From an optimization exercise on the open Yosys and OpenROAD flow, aimed at small area; shortcuts taken in it are not production practice.
In this exercise RTL edits were held to simulation tests only and were not proved equivalent to the original.
Power and IR drop assume default switching activity.

==> module control_core, before the edit <==
module control_core #(
  parameter int          NUM_REGS = 16,
  parameter logic [31:0] RESET_PC = 32'h0000_0000
) (
  input  logic        clock,
  input  logic        reset,
  output logic        fetch_req_valid,
  input  logic        fetch_req_ready,
  output logic [31:0] fetch_req_pc,
  output logic        fetch_req_epoch,
  input  logic        iss_valid,
  output logic        iss_ready,
  input  logic        iss_epoch,
  input  logic [4:0]  iss_rs1,
  input  logic [4:0]  iss_rs2,
  input  logic [4:0]  iss_rd,
  output logic [31:0] iss_rs1_data,
  output logic [31:0] iss_rs2_data,
  input  logic        wb_valid,
  input  logic [4:0]  wb_rd,
  input  logic [31:0] wb_data,
  input  logic        redir_valid,
  input  logic [31:0] redir_pc,
  output logic        err_reg,
  output logic        err_align
);
  logic [31:2] pc_q;
  logic        epoch_q, err_reg_q, err_align_q;
  logic [15:1] busy_q;
  logic [15:1] wen, valid_q;
  logic [31:0] regs_q [1:15];
  logic [15:1] sel1, sel2, selrd, selwb;
  always_comb begin
    for (int i = 1; i < 16; i++) begin
      sel1[i]  = (iss_rs1 == 5'(i));
      sel2[i]  = (iss_rs2 == 5'(i));
      selrd[i] = (iss_rd  == 5'(i));
      selwb[i] = (wb_rd   == 5'(i));
    end
  end
  logic [15:1] rsel1, rsel2;
  assign rsel1 = sel1 & valid_q;
  assign rsel2 = sel2 & valid_q;
  for (genvar b = 0; b < 32; b++) begin : g_rd
    logic [15:1] col;
    for (genvar i = 1; i < 16; i++) begin : g_col
      assign col[i] = regs_q[i][b];
    end
    control_core_rdbit u_rd1 (.d(col), .s(rsel1), .y(iss_rs1_data[b]));
    control_core_rdbit u_rd2 (.d(col), .s(rsel2), .y(iss_rs2_data[b]));
  end
  logic hazard, stale, accept, oor_iss, redir_ok;
  assign hazard   = |((sel1 | sel2 | selrd) & busy_q);
  assign stale    = (iss_epoch != epoch_q);
  assign iss_ready = stale | ~hazard;
  assign accept   = iss_valid & ~stale & ~hazard;
  assign oor_iss  = iss_rs1[4] | iss_rs2[4] | iss_rd[4];
  assign redir_ok = redir_valid & (redir_pc[1:0] == 2'b00);
  assign fetch_req_valid = reset;
  assign fetch_req_pc    = {pc_q, 2'b00};
  assign fetch_req_epoch = epoch_q;
  assign err_reg         = err_reg_q;
  assign err_align       = err_align_q;
  assign wen = selwb & {15{wb_valid}};
  always_ff @(posedge clock) begin
    for (int i = 1; i < 16; i++)
      if (wen[i]) regs_q[i] <= wb_data;
  end
  always_ff @(posedge clock) valid_q <= {15{reset}} & (valid_q | wen);
  logic [31:2]  pc_inc;
  logic [17:2]  pc_cl;
  logic [32:17] pc_ch;
  logic         pc_sel_redir, pc_sel_step;
  always_comb begin
    pc_cl[2] = fetch_req_ready;
    for (int i = 2; i < 17; i++) begin
      pc_inc[i]  = pc_q[i] ^ pc_cl[i];
      pc_cl[i+1] = pc_cl[i] & pc_q[i];
    end
    pc_ch[17] = 1'b1;
    for (int i = 17; i < 32; i++) begin
      pc_inc[i]  = pc_q[i] ^ (pc_ch[i] & pc_cl[17]);
      pc_ch[i+1] = pc_ch[i] & pc_q[i];
    end
  end
  assign pc_sel_redir = reset & redir_ok;
  assign pc_sel_step  = reset & ~redir_ok;
  always_ff @(posedge clock)
    pc_q <= (redir_pc[31:2] & {30{pc_sel_redir}}) | (pc_inc & {30{pc_sel_step}});
  always_ff @(posedge clock) begin
    if (!reset) begin
      epoch_q     <= 1'b0;
      err_reg_q   <= 1'b0;
      err_align_q <= 1'b0;
      busy_q      <= '0;
    end else begin
      if (redir_ok) epoch_q <= ~epoch_q;
      if (redir_valid & ~redir_ok) err_align_q <= 1'b1;
      if ((wb_valid & wb_rd[4]) | (accept & oor_iss)) err_reg_q <= 1'b1;
      busy_q <= (busy_q & ~(selwb & {15{wb_valid}})) | (selrd & {15{accept}});
    end
  end
endmodule
clock: 6.5 ns
lec_check: 0
cap_margin: 20
core_margin: 2
core_utilization: 70
slew_margin: 20
synth_hierarchical: 1
post_floorplan_tcl: /design/flow/flow/downsize.tcl
post_resize_tcl: /design/flow/flow/smart_downsize.tcl
buffer_ports_args: -buffer_cell sky130_fd_sc_hd__buf_1
cts_args: -sink_clustering_enable -repair_clock_nets -dont_use_dummy_load -buf_list sky130_fd_sc_hd__clkbuf_8 -sink_clustering_size 15 -sink_clustering_max_diameter 100
standard.sh (not shown) runs the stock make flow with config.mk's settings and CLKGATE_MAP_FILE= SYNTH_SCRIPT=/design/flow/synth_recipe.tcl, a recipe that flattens the netlist after the stock synthesis.
==> flow/flow/run.sh <==
#!/bin/bash
# The standard ORFS layout (the standard.sh, unchanged synthesis), with four changes:
#  - after floorplanning, flow/downsize.tcl swaps each combinational gate to the smallest
#    cell of its family, so placement's repair sizes the drivers it needs from the bottom up;
#  - after placement's repair, flow/smart_downsize.tcl tries smaller drive strengths again,
#    keeping one only if it adds no max-slew or max-capacitance violation and setup slack
#    stays above 0.4 ns;
#  - ports are buffered with the smallest buffer (buf_1) instead of clkdlybuf4s50_1;
#  - clock tree synthesis uses clkbuf_8 leaf clusters of up to 15 sinks and no dummy loads.
# ORFS writes each step's full log under orfs/logs/; make's own output goes to standard.log.
set -euo pipefail
cat >> config.mk <<EOF
export POST_FLOORPLAN_TCL = $PWD/flow/downsize.tcl
export POST_RESIZE_TCL = $PWD/flow/smart_downsize.tcl
export BUFFER_PORTS_ARGS = -buffer_cell sky130_fd_sc_hd__buf_1
export CTS_ARGS = -sink_clustering_enable -repair_clock_nets -dont_use_dummy_load -buf_list sky130_fd_sc_hd__clkbuf_8 -sink_clustering_size 15 -sink_clustering_max_diameter 100
EOF
bash standard.sh > standard.log 2>&1
Other scripts of this flow, unchanged in this note and not shown: flow/flow/downsize.tcl, flow/flow/smart_downsize.tcl
Next try:
--- a/flow/design.v
+++ b/flow/design.v
@@ -26,9 +26,9 @@
 );
   logic [31:2] pc_q;
   logic        epoch_q, err_reg_q, err_align_q;
   logic [15:1] busy_q;
-  logic [15:1] wen, valid_q;
+  logic [15:1] wen;
   logic [31:0] regs_q [1:15];
   logic [15:1] sel1, sel2, selrd, selwb;
   always_comb begin
     for (int i = 1; i < 16; i++) begin
@@ -38,10 +38,10 @@
       selwb[i] = (wb_rd   == 5'(i));
     end
   end
   logic [15:1] rsel1, rsel2;
-  assign rsel1 = sel1 & valid_q;
-  assign rsel2 = sel2 & valid_q;
+  assign rsel1 = sel1;
+  assign rsel2 = sel2;
   for (genvar b = 0; b < 32; b++) begin : g_rd
     logic [15:1] col;
     for (genvar i = 1; i < 16; i++) begin : g_col
       assign col[i] = regs_q[i][b];
@@ -60,14 +60,15 @@
   assign fetch_req_pc    = {pc_q, 2'b00};
   assign fetch_req_epoch = epoch_q;
   assign err_reg         = err_reg_q;
   assign err_align       = err_align_q;
-  assign wen = selwb & {15{wb_valid}};
+  logic [31:0] wdata;
+  assign wdata = wb_data & {32{reset}};
+  assign wen   = {15{~reset}} | (selwb & {15{wb_valid}});
   always_ff @(posedge clock) begin
     for (int i = 1; i < 16; i++)
-      if (wen[i]) regs_q[i] <= wb_data;
+      if (wen[i]) regs_q[i] <= wdata;
   end
-  always_ff @(posedge clock) valid_q <= {15{reset}} & (valid_q | wen);
   logic [31:2]  pc_inc;
   logic [17:2]  pc_cl;
   logic [32:17] pc_ch;
   logic         pc_sel_redir, pc_sel_step;
The new run passed the timing, DRC and antenna checks.
Cell count went down by about 1.6%.
Fmax went up by 0.91%.
Total power went up by about 10%.
Die area went down by about 1.2%.
Count of clock-buffer cells in the layout went down by 1.
Flip-flop and latch count went down by 15.
Sequential share of layout area went down by 0.61 points.
Wire length barely changes.
Critical path depth is unchanged.
Non-clock buffer count went down by 4.
First-iteration DRC count went up by 3.3%.

---

== the previous run ==
control_core, a different RTL version from the one above (not shown whole).
Size in the first run: ~1600 cells after synthesis, ~530 flip-flops, ~23000 um^2 of cells after synthesis.
==> module control_core, before the edit <==
module control_core #(
  parameter int          NUM_REGS = 16,
  parameter logic [31:0] RESET_PC = 32'h0000_0000
) (
  input  logic        clock,
  input  logic        reset,
  output logic        fetch_req_valid,
  input  logic        fetch_req_ready,
  output logic [31:0] fetch_req_pc,
  output logic        fetch_req_epoch,
  input  logic        iss_valid,
  output logic        iss_ready,
  input  logic        iss_epoch,
  input  logic [4:0]  iss_rs1,
  input  logic [4:0]  iss_rs2,
  input  logic [4:0]  iss_rd,
  output logic [31:0] iss_rs1_data,
  output logic [31:0] iss_rs2_data,
  input  logic        wb_valid,
  input  logic [4:0]  wb_rd,
  input  logic [31:0] wb_data,
  input  logic        redir_valid,
  input  logic [31:0] redir_pc,
  output logic        err_reg,
  output logic        err_align
);
  logic [31:2] pc_q;
  logic        epoch_q, err_reg_q, err_align_q;
  logic [15:1] busy_q;
  logic [31:0] regs_q [1:15];
  logic [15:1] sel1, sel2, selrd, selwb;
  always_comb begin
    for (int i = 1; i < 16; i++) begin
      sel1[i]  = (iss_rs1 == 5'(i));
      sel2[i]  = (iss_rs2 == 5'(i));
      selrd[i] = (iss_rd  == 5'(i));
      selwb[i] = (wb_rd   == 5'(i));
    end
  end
  always_comb begin
    iss_rs1_data = '0;
    iss_rs2_data = '0;
    for (int i = 1; i < 16; i++) begin
      iss_rs1_data = iss_rs1_data | (regs_q[i] & {32{sel1[i]}});
      iss_rs2_data = iss_rs2_data | (regs_q[i] & {32{sel2[i]}});
    end
  end
  logic hazard, stale, accept, oor_iss, redir_ok;
  assign hazard   = |((sel1 | sel2 | selrd) & busy_q);
  assign stale    = (iss_epoch != epoch_q);
  assign iss_ready = stale | ~hazard;
  assign accept   = iss_valid & ~stale & ~hazard;
  assign oor_iss  = iss_rs1[4] | iss_rs2[4] | iss_rd[4];
  assign redir_ok = redir_valid & (redir_pc[1:0] == 2'b00);
  assign fetch_req_valid = reset;
  assign fetch_req_pc    = {pc_q, 2'b00};
  assign fetch_req_epoch = epoch_q;
  assign err_reg         = err_reg_q;
  assign err_align       = err_align_q;
  logic [31:0] wdata;
  logic [15:1] wen;
  assign wdata = wb_data & {32{reset}};
  assign wen   = {15{~reset}} | (selwb & {15{wb_valid}});
  always_ff @(posedge clock) begin
    for (int i = 1; i < 16; i++)
      if (wen[i]) regs_q[i] <= wdata;
  end
  logic [31:2]  pc_inc;
  logic [17:2]  pc_cl;
  logic [32:17] pc_ch;
  logic         pc_sel_redir, pc_sel_step;
  always_comb begin
    pc_cl[2] = fetch_req_ready;
    for (int i = 2; i < 17; i++) begin
      pc_inc[i]  = pc_q[i] ^ pc_cl[i];
      pc_cl[i+1] = pc_cl[i] & pc_q[i];
    end
    pc_ch[17] = 1'b1;
    for (int i = 17; i < 32; i++) begin
      pc_inc[i]  = pc_q[i] ^ (pc_ch[i] & pc_cl[17]);
      pc_ch[i+1] = pc_ch[i] & pc_q[i];
    end
  end
  assign pc_sel_redir = reset & redir_ok;
  assign pc_sel_step  = reset & ~redir_ok;
  always_ff @(posedge clock)
    pc_q <= (redir_pc[31:2] & {30{pc_sel_redir}}) | (pc_inc & {30{pc_sel_step}});
  always_ff @(posedge clock) begin
    if (!reset) begin
      epoch_q     <= 1'b0;
      err_reg_q   <= 1'b0;
      err_align_q <= 1'b0;
      busy_q      <= '0;
    end else begin
      if (redir_ok) epoch_q <= ~epoch_q;
      if (redir_valid & ~redir_ok) err_align_q <= 1'b1;
      if ((wb_valid & wb_rd[4]) | (accept & oor_iss)) err_reg_q <= 1'b1;
      busy_q <= (busy_q & ~(selwb & {15{wb_valid}})) | (selrd & {15{accept}});
    end
  end
endmodule
clock: 6.5 ns
lec_check: 0
cap_margin: 20
core_margin: 2
core_utilization: 70
slew_margin: 20
buffer_ports_args: -buffer_cell sky130_fd_sc_hd__buf_1
cts_args: -sink_clustering_enable -repair_clock_nets -dont_use_dummy_load -buf_list sky130_fd_sc_hd__clkbuf_8 -sink_clustering_size 15 -sink_clustering_max_diameter 100
==> flow/flow/run.sh <==
#!/bin/bash
# The standard ORFS layout (the standard.sh, unchanged synthesis), with two changes:
#  - ports are buffered with the smallest buffer (buf_1) instead of clkdlybuf4s50_1;
#  - clock tree synthesis uses clkbuf_8 leaf clusters of up to 15 sinks and no dummy loads.
set -euo pipefail
cat >> config.mk <<EOF
export BUFFER_PORTS_ARGS = -buffer_cell sky130_fd_sc_hd__buf_1
export CTS_ARGS = -sink_clustering_enable -repair_clock_nets -dont_use_dummy_load -buf_list sky130_fd_sc_hd__clkbuf_8 -sink_clustering_size 15 -sink_clustering_max_diameter 100
EOF
bash standard.sh > standard.log 2>&1
The previous run ended with every stage complete and zero timing, DRC or antenna violations.
### the previous run -> the current run
diff --git a/flow/design.v b/flow/design.v
--- a/flow/design.v
+++ b/flow/design.v
@@ -62,26 +62,20 @@
   assign wdata = wb_data & {32{reset}};
   assign wen   = {15{~reset}} | (selwb & {15{wb_valid}});
   always_ff @(posedge clock) begin
     for (int i = 1; i < 16; i++)
       if (wen[i]) regs_q[i] <= wdata;
   end
-  logic [31:2]  pc_inc;
-  logic [17:2]  pc_cl;
-  logic [32:17] pc_ch;
-  logic         pc_sel_redir, pc_sel_step;
+  logic [31:2] pc_inc;
+  logic [32:2] pc_c;
+  logic        pc_sel_redir, pc_sel_step;
   always_comb begin
-    pc_cl[2] = fetch_req_ready;
-    for (int i = 2; i < 17; i++) begin
-      pc_inc[i]  = pc_q[i] ^ pc_cl[i];
-      pc_cl[i+1] = pc_cl[i] & pc_q[i];
-    end
-    pc_ch[17] = 1'b1;
-    for (int i = 17; i < 32; i++) begin
-      pc_inc[i]  = pc_q[i] ^ (pc_ch[i] & pc_cl[17]);
-      pc_ch[i+1] = pc_ch[i] & pc_q[i];
+    pc_c[2] = fetch_req_ready;
+    for (int i = 2; i < 32; i++) begin
+      pc_inc[i]  = pc_q[i] ^ pc_c[i];
+      pc_c[i+1]  = pc_c[i] & pc_q[i];
     end
   end
   assign pc_sel_redir = reset & redir_ok;
   assign pc_sel_step  = reset & ~redir_ok;
   always_ff @(posedge clock)
     pc_q <= (redir_pc[31:2] & {30{pc_sel_redir}}) | (pc_inc & {30{pc_sel_step}});
Notes after the runs:
Summary — time the worst path needs with I/O delays and setup, the current run relative to the previous run: higher, by 670 ps. Sort the current run and the previous run by proportion of layout cells with a drive suffix above 1, ascending, and the previous run comes first. The current run — synthesized instance count 27 lower, the previous run as reference. Cmp the current run vs the previous run: detailed-route wire length per cell higher in the current run. Diff the previous run..the current run | final wirelength | negligible. Taking the previous run as the reference, in the current run maximum clock skew at final layout rose 4.8 ps; cell area flat; starting density of the core has remained practically unchanged; clock network fraction of design power up 0.2 points; minimum setup slack after placement shrank by 1490 ps.

## what the ideal ports hide
No port has a modelled driver above. Below, the same layouts with a new extraction and two added sets of constraints. Step 1, drivers: a clkbuf_16 drives clock and a buf_2 each remaining input, both assumed. Step 2 adds t to the input delays and takes it off the output delays; t is the mean of the earliest and latest rising clock arrival at the registers after step 1. Input paths then give back, and output paths get back, about the clock's delay inside the block. Three values: ideal ports, drivers, drivers and shift; two values: the first two.
run	shift t [ns]	slack for setup (ns)	latest minus earliest clock arrival (ns)	worst register clock-pin slew, ns	worst slew at a driven data input, ns
the first run of note 1	0.621	0.560 / 0.534 / 0.534	0.079 / 0.079	0.11 / 0.11	0.09
the second run of note 1	0.608	0.614 / 0.586 / 0.586	0.071 / 0.072	0.11 / 0.11	0.06
the previous run	0.620	0.920 / 0.891 / 0.891	0.066 / 0.066	0.10 / 0.10	0.05
the current run	0.651	0.248 / 0.282 / -0.369	0.056 / 0.056	0.11 / 0.11	0.05
With both steps, setup timing fails in the current run, where it was met with ideal ports. For the current run, which loses most, drivers alone change the setup slack by +0.034 ns; drivers and shift together by -0.617 ns.
